Source: an optimization exercise on an open RTL-to-GDS flow (aim: small area). Production flows keep margins and buffers that such runs may drop. In this exercise RTL edits were held to simulation tests only and were not proved equivalent to the original. Power is estimated from default activity; no workload was simulated.

Design cache_top, start of the top module:
module cache_top (
    input  logic       clk,
    input  logic       rst,
    input  logic       req_valid,
    input  logic       req_op,
    input  logic [7:0] req_addr,
    input  logic [7:0] req_wdata,
    output logic       req_ready,
    output logic       done,
    output logic [7:0] rsp_data
);
==> flow/config.mk <==
export PLATFORM = sky130hd
export DESIGN_NAME = cache_top
export DESIGN_NICKNAME = cache_top
export VERILOG_FILES = /design/flow/design.v
export SDC_FILE = /design/flow/constraint.sdc
export NUM_CORES = 4
export LEC_CHECK = 0
export CAP_MARGIN = 20
export CORE_MARGIN = 2
export CORE_UTILIZATION = 40
export CTS_BUF_LIST = sky130_fd_sc_hd__clkbuf_4
export SLEW_MARGIN = 20
export SYNTH_HIERARCHICAL = 1
==> flow/constraint.sdc <==
create_clock -name core_clock -period 10.0 [get_ports {clk}]
set_input_delay 2.0000 -clock core_clock [delete_from_list [all_inputs] [get_ports {clk}]]
set_output_delay 2.0000 -clock core_clock [all_outputs]
set_load 0.01 [all_outputs]
run.sh (not shown) runs the stock make flow with config.mk's settings and CLKGATE_MAP_FILE= SYNTH_SCRIPT=/design/flow/synth_recipe.tcl, a recipe that flattens the netlist after the stock synthesis.
Edit:
Settings changed: CAP_MARGIN 20 to 10, CORE_UTILIZATION 40 to 65, CTS_BUF_LIST sky130_fd_sc_hd__clkbuf_4 to sky130_fd_sc_hd__clkbuf_8, CTS_CLUSTER_DIAMETER from default to 80, CTS_CLUSTER_SIZE from default to 15, GPL_TIMING_DRIVEN from default to 0, SLEW_MARGIN 20 to 10.
Outcome: Setup slack got worse by 1.5 ns. Synthesized area is unchanged. Core utilization came out higher by 24 points. Final area came out lower by 6.5%. Combinational power came out higher by 28%.
Edit:
Settings changed: CAP_MARGIN 10 to 20, CTS_CLUSTER_DIAMETER 80 to default, CTS_CLUSTER_SIZE 15 to 30, GPL_TIMING_DRIVEN 0 to default, SLEW_MARGIN 10 to 20.
The new run completed with no timing, DRC or antenna violations.
Global-route usage is higher by 0.72 points.
Power went up by about 2.8%.
Setup slack gets better by 1.2 ns.
Sequential share of layout area fell by 3.5 points.
Critical path depth rose by 1.

== P ==
Another version of the RTL of cache_top (not shown whole).
For scale: roughly 30 I/O pins.
clock: 10.0 ns
lec_check: 0
cap_margin: 10
core_margin: 2
core_utilization: 65
cts_buf_list: sky130_fd_sc_hd__clkbuf_8
cts_cluster_diameter: 80
cts_cluster_size: 15
gpl_timing_driven: 0
setup_slack_margin: 0.2
slew_margin: 10
synth_hierarchical: 1
P finished end to end and its layout was clean on timing, DRC and antenna.
Relative to P, the following input files were edited for Q:
- changing CORE_UTILIZATION from 65 to 72
==> flow/flow/run.sh (new file) <==
#!/bin/bash
# Standard layout with three changes to how it is built: clock tree synthesis
# leaves out dummy loads and uses larger sink clusters; the port buffers are
# plain buf_2 cells; the synthesis step runs first on its own, unchanged.
# Each tool's output goes to the ORFS logs; make's output goes to *.log here.
set -euo pipefail
bash standard.sh synth > standard_synth.log 2>&1
export CTS_ARGS="-sink_clustering_enable -repair_clock_nets -dont_use_dummy_load -sink_clustering_size 18 -sink_clustering_max_diameter 80 -buf_list sky130_fd_sc_hd__clkbuf_8"
export BUFFER_PORTS_ARGS="-buffer_cell sky130_fd_sc_hd__buf_2"
bash standard.sh > standard.log 2>&1
==> flow/standard.sh (new file) <==
#!/bin/bash
# synth_recipe.tcl (not shown) runs the flow's synth.tcl, then flattens the netlist and writes it again
# the make line also repeats each setting of config.mk as NAME=value (left out here)
make -C /OpenROAD-flow-scripts/flow DESIGN_CONFIG=/design/flow/config.mk WORK_HOME=/design/flow/orfs CLKGATE_MAP_FILE= SYNTH_SCRIPT=/design/flow/synth_recipe.tcl "${@:-finish}"
removed: flow/run.sh
Findings:
No stage failed in P, and the final checks on the layout all came back clean.
Q: all stages complete, timing, DRC and antenna checks passed
Global-route usage: Q and P compared, lower one is P
| minimum period implied by the final worst setup slack | Q vs P | 0.20 ns lower |
Going from P to Q, final cell count dropped 3.0%, die area dropped about 10%, total placed cells including tap cells dropped 108.
The following lists how R was set up differently from Q:
- CORE_UTILIZATION changed from 72 to 65
==> flow/flow/run.sh <==
#!/bin/bash
# Standard layout, with clock tree synthesis told to leave out dummy loads
# and to use larger sink clusters. Each tool's output goes to the ORFS logs;
# the make output goes to standard.log.
set -euo pipefail
export CTS_ARGS="-sink_clustering_enable -repair_clock_nets -dont_use_dummy_load -sink_clustering_size 18 -sink_clustering_max_diameter 80 -buf_list sky130_fd_sc_hd__clkbuf_8"
bash standard.sh > standard.log 2>&1
### Flow results
R reports its end point of the critical path as rsp_data[3] while Q reports rsp_data[4].
Net switching component of the power: R worse than Q
[compare] base=Q new=R: adder-cell share of the synthesized area held steady, multi-input logic area increased 0.91%, wire length of the first global-routing pass moved up.
| buffer count from post-CTS setup fixing | higher: R |
In the tables for R and Q, fmax reads higher with Q.
R vs Q, minimum clock period went up by 0.17 ns.
The higher routed wire length on met2 of R and Q is in R.
Starting utilization of the core area (lower): R
--- input diff R..S ---
==> flow/flow/run.sh <==
#!/bin/bash
# Standard layout with three changes to how it is built: clock tree synthesis
# leaves out dummy loads and uses larger sink clusters; the port buffers are
# plain buf_2 cells; the synthesis step runs first on its own, unchanged.
# Each tool's output goes to the ORFS logs; make's output goes to *.log here.
set -euo pipefail
bash standard.sh synth > standard_synth.log 2>&1
export CTS_ARGS="-sink_clustering_enable -repair_clock_nets -dont_use_dummy_load -sink_clustering_size 18 -sink_clustering_max_diameter 80 -buf_list sky130_fd_sc_hd__clkbuf_8"
export BUFFER_PORTS_ARGS="-buffer_cell sky130_fd_sc_hd__buf_2"
bash standard.sh > standard.log 2>&1
## What came out
- Any difference in fraction of standard cell area in multi-input logic between R and S is small enough to ignore.
- S: first-pass iteration count of the detailed router is 1 higher than what R reported.
- In S the total power after layout turned out 57 uW lower than in R.
- STATUS setup slack: S loses against R
- Class of the most critical setup path: reg -> out -> S, in -> out -> R
- S reports a lower total wirelength of the detailed-routed design than R does.
- S against R: synthesized cell count held steady, fraction of power spent switching nets held steady, quantity of gates resized following cts shrank by 15.
- Die footprint: S vs R — no meaningful difference
- Looking at maximum single-stage delay on the critical path, S sits 0.12 ns higher than R does.

[port drivers added, routing unchanged]
The flow's constraints put no driver on any port. The routed layouts listed below were extracted and timed again, unchanged, in two steps. Step 1 sets driving cells, clkbuf_16 on the clock port and buf_2 on the other inputs (assumed; they add their load-dependent delay and slew). Step 2 moves the port delays by t, midway between the first and last clock arrival at a register: inputs arrive t later, outputs are due t later. That takes back most of the time a late clock gives input paths. Slacks: ideal ports / drivers / drivers and shift; pairs: ideal ports / drivers.
| run | t (ns) | setup WS [ns] | hold WS [ns] | worst register clock-pin slew, ns | worst slew at a driven data input, ns |
|---|---|---|---|---|---|
| the first run of note 1 | 1.334 | 2.964 / 2.964 / 2.964 | 0.416 / 0.416 / 0.416 | 0.08 / 0.08 | 0.05 |
| the second run of note 1 | 0.925 | 1.480 / 1.480 / 1.480 | 0.446 / 0.446 / 0.446 | 0.10 / 0.10 | 0.07 |
| the third run of note 1 | 1.042 | 2.638 / 2.638 / 2.638 | 0.447 / 0.447 / 0.447 | 0.07 / 0.07 | 0.08 |
| P | 0.915 | 0.278 / 0.249 / 0.249 | 0.313 / 0.313 / 0.313 | 0.10 / 0.10 | 0.04 |
| Q | 0.865 | 0.474 / 0.411 / 0.836 | 0.295 / 0.295 / 0.295 | 0.11 / 0.11 | 0.03 |
| R | 0.876 | 0.307 / 0.272 / 0.272 | 0.308 / 0.308 / 0.308 | 0.11 / 0.11 | 0.04 |
| S | 0.883 | 0.279 / 0.216 / 0.534 | 0.294 / 0.294 / 0.294 | 0.12 / 0.12 | 0.03 |
After both steps setup and hold are still met in every run listed. The setup slack of R, which loses most, moves by -0.035 ns with the drivers and by -0.035 ns with both steps.
